This design comes from an exercise in tuning for small area and a short achievable clock period on the open sky130 flow, not from production work.
Where RTL was checked, it was by simulation tests only, not by an equivalence proof against the original.
No activity file was given, so power comes from the tool's default toggle rates.

==> module output_arbiter, before the edit <==
module output_arbiter (
    input  wire [24:0] win_req,    
    input  wire [39:0] win_age,    
    input  wire [15:0] avail,      
    output wire [14:0] sel_pc,
    output wire [9:0]  vc_new,
    output wire [15:0] consume,
    output wire [24:0] gnt         
);
    function automatic logic age_ge(input logic [7:0] a, input logic [7:0] b);
        logic c;
        c = 1'b1;
        for (int k = 0; k < 8; k++) begin
            c = (a[k] & ~b[k]) | ((a[k] | ~b[k]) & c);
        end
        age_ge = c;
    endfunction
    wire beats [5][5];
    for (genvar i = 0; i < 5; i++) begin : g_cmp_i
        for (genvar j = 0; j < 5; j++) begin : g_cmp_j
            if (i < j) begin : g_lo
                assign beats[i][j] = age_ge(win_age[i*8 +: 8], win_age[j*8 +: 8]);
            end else if (i > j) begin : g_hi
                assign beats[i][j] = ~beats[j][i];
            end else begin : g_eq
                assign beats[i][j] = 1'b1;
            end
        end
    end
    for (genvar o = 0; o < 5; o++) begin : g_out
        wire [4:0] rq;
        wire       ok;
        wire       any;
        for (genvar i = 0; i < 5; i++) begin : g_rq
            assign rq[i] = win_req[i*5 + o];
        end
        if (o < 4) begin : g_net
            wire [3:0] av = avail[o*4 +: 4];
            assign ok = |av;
            assign vc_new[o*2 +: 2] = {~av[0] & ~av[1], ~av[0] & (av[1] | ~av[2])};
            assign consume[o*4 +: 4] = {4{any}} & {~|av[2:0] , av[2] & ~|av[1:0], av[1] & ~av[0], av[0]};
        end else begin : g_loc
            assign ok = 1'b1;
            assign vc_new[o*2 +: 2] = 2'd0;
        end
        for (genvar i = 0; i < 5; i++) begin : g_g
            wire [4:0] lose;
            for (genvar j = 0; j < 5; j++) begin : g_j
                if (j == i) begin : g_s
                    assign lose[j] = 1'b0;
                end else begin : g_o
                    assign lose[j] = rq[j] & beats[j][i];
                end
            end
            assign gnt[i*5 + o] = ok & rq[i] & ~|lose;
        end
        assign any = ok & |rq;
        assign sel_pc[o*3 +: 3] = {gnt[4*5+o] | ~any, gnt[2*5+o] | gnt[3*5+o], gnt[1*5+o] | gnt[3*5+o] | ~any};
    end
endmodule
==> module credit_tracker, before the edit <==
module credit_tracker (
    input  wire clk,
    input  wire arst_n,
    input  wire consume,
    input  wire credit_return_in,
    output wire avail
);
    reg  [2:0] used;
    wire [2:0] used_d;
    wire       up = consume & ~credit_return_in;
    wire       dn = credit_return_in & ~consume;
    assign used_d[0] = used[0] ^ up ^ dn;
    assign used_d[1] = used[1] ^ ((up & used[0]) | (dn & ~used[0]));
    assign used_d[2] = used[2] ? ~dn : (up & used[0] & used[1]);
    always @(posedge clk or negedge arst_n) begin
        if (!arst_n) begin
            used <= 3'd0;
        end else begin
            used <= used_d;
        end
    end
    assign avail = ~used[2];
endmodule
Settings: LEC_CHECK=0, ABC_AREA=1, CAP_MARGIN=20, CORE_MARGIN=2, CORE_UTILIZATION=40, SLEW_MARGIN=20; clock period 29.0 ns.
standard.sh (not shown) runs the stock make flow with config.mk's settings and CLKGATE_MAP_FILE= SYNTH_SCRIPT=/design/flow/synth_recipe.tcl, a recipe that flattens the netlist after the stock synthesis.
==> flow/flow/run.sh <==
#!/bin/bash
# Standard layout, except that synthesis maps the logic with an area-first
# ABC script (flow/abc_min.script) in place of ORFS's. Everything else,
# registers included, is the standard synthesis and flow.
set -euo pipefail
W=$(pwd)
F=$W/flow
{
    echo "proc abc {args} {"
    echo "    set i [lsearch -exact \$args -script]"
    echo "    if {\$i >= 0} { lset args [expr {\$i + 1}] $F/abc_min.script }"
    echo "    yosys abc {*}\$args"
    echo "}"
    cat "$W/synth_recipe.tcl"
} > "$W/own_synth.tcl"
sed "s#SYNTH_SCRIPT=[^ ]*#SYNTH_SCRIPT=$W/own_synth.tcl#" "$W/standard.sh" > "$W/own_standard.sh"
export SETUP_SLACK_MARGIN=8
export BUFFER_PORTS_ARGS="-buffer_cell sky130_fd_sc_hd__buf_1"
bash "$W/own_standard.sh" synth > "$W/synth.log" 2>&1
bash "$W/own_standard.sh" > "$W/layout.log" 2>&1
==> flow/flow/abc_min.script <==
strash
&get -n
&dch -f
&nf -R 100
&put
buffer -c
upsize -c
dnsize -c
==> next run, changes <==
--- a/flow/design.v
+++ b/flow/design.v
@@ -61,18 +61,22 @@
     output wire [14:0] sel_pc,
     output wire [9:0]  vc_new,
     output wire [15:0] consume,
     output wire [24:0] gnt         
 );
     function automatic logic age_ge(input logic [7:0] a, input logic [7:0] b);
-        logic c;
-        c = 1'b1;
-        for (int k = 0; k < 8; k++) begin
-            c = (a[k] & ~b[k]) | ((a[k] | ~b[k]) & c);
-        end
-        age_ge = c;
+        logic gt, lt, gt_n, lt_n;
+        gt = 1'b0;
+        lt = 1'b0;
+        for (int k = 7; k >= 0; k--) begin
+            gt_n = gt | (~lt & a[k] & ~b[k]);
+            lt_n = lt | (~gt & ~a[k] & b[k]);
+            gt = gt_n;
+            lt = lt_n;
+        end
+        age_ge = ~lt;
     endfunction
     wire beats [5][5];
     for (genvar i = 0; i < 5; i++) begin : g_cmp_i
         for (genvar j = 0; j < 5; j++) begin : g_cmp_j
             if (i < j) begin : g_lo
                 assign beats[i][j] = age_ge(win_age[i*8 +: 8], win_age[j*8 +: 8]);
@@ -121,27 +125,27 @@
     input  wire clk,
     input  wire arst_n,
     input  wire consume,
     input  wire credit_return_in,
     output wire avail
 );
-    reg  [2:0] used;
-    wire [2:0] used_d;
-    wire       up = consume & ~credit_return_in;
-    wire       dn = credit_return_in & ~consume;
-    assign used_d[0] = used[0] ^ up ^ dn;
-    assign used_d[1] = used[1] ^ ((up & used[0]) | (dn & ~used[0]));
-    assign used_d[2] = used[2] ? ~dn : (up & used[0] & used[1]);
+    reg  [2:0] s;
+    wire [2:0] s_d;
+    wire       c = consume;
+    wire       r = credit_return_in;
+    assign s_d[0] = s[0] ^ c ^ r;
+    assign s_d[1] = (s[1] & c) | s[2] | (s[1] & ~r) | (s[0] & c & ~r);
+    assign s_d[2] = (s[2] & c) | (s[1] & c & ~r) | (s[2] & ~r) | (s[2] & ~s[0]);
     always @(posedge clk or negedge arst_n) begin
         if (!arst_n) begin
-            used <= 3'd0;
+            s <= 3'b000;
         end else begin
-            used <= used_d;
-        end
-    end
-    assign avail = ~used[2];
+            s <= s_d;
+        end
+    end
+    assign avail = s[0] | ~s[2];
 endmodule
 `default_nettype wire
 `timescale 1ns/1ns
 `default_nettype none
 module alloc_feedback (
     input  wire [24:0] win_req,    
Result:
- The changed run finished with timing, DRC and antenna clean
- via count goes up by 2.7%
- worst hold slack gains 0.034 ns
- clock power rose by 16%
- first-iteration DRC count goes up by 19%
- routed wire length went down by 3.3%
- cell count came out higher by 3.5%
- global-route usage fell by 2.8 points
- cell area went up by 2.2%
- setup slack gains 0.12 ns
- total power rose by 4.1%
- non-clock buffer count fell by 4
- combinational power is higher by 6.2%
- register-to-register slack is worse by 0.29 ns
Function not checked in the second run of this note: the RTL went through the layout flow alone.

[what the ideal ports hide]
No port has a modelled driver above. Below, the same layouts with a new extraction and two added sets of constraints. Step 1 assumes that a clkbuf_16 drives the clock port and a buf_2 every other input. Step 2, shift: input delay + t, output delay - t, t = (earliest + latest rising clock arrival at the registers) / 2. This alone moves slack from input paths to output paths. Slacks: ideal / step 1 / step 2; pairs: ideal / step 1.
run | t, ns | slack for setup (ns) | worst register clock-pin slew, ns | worst data-port slew with drivers (ns) | cell pins on the clock port's net
the first run | 0.321 | 8.414 / 8.359 / 8.359 | 0.07 / 0.07 | 0.10 | 1
the second run | 0.324 | 8.532 / 8.509 / 8.509 | 0.07 / 0.07 | 0.08 | 1
After both steps every run listed still meets setup and hold. The setup slack of the first run, which loses most, moves by -0.055 ns with the drivers and by -0.055 ns with both steps.
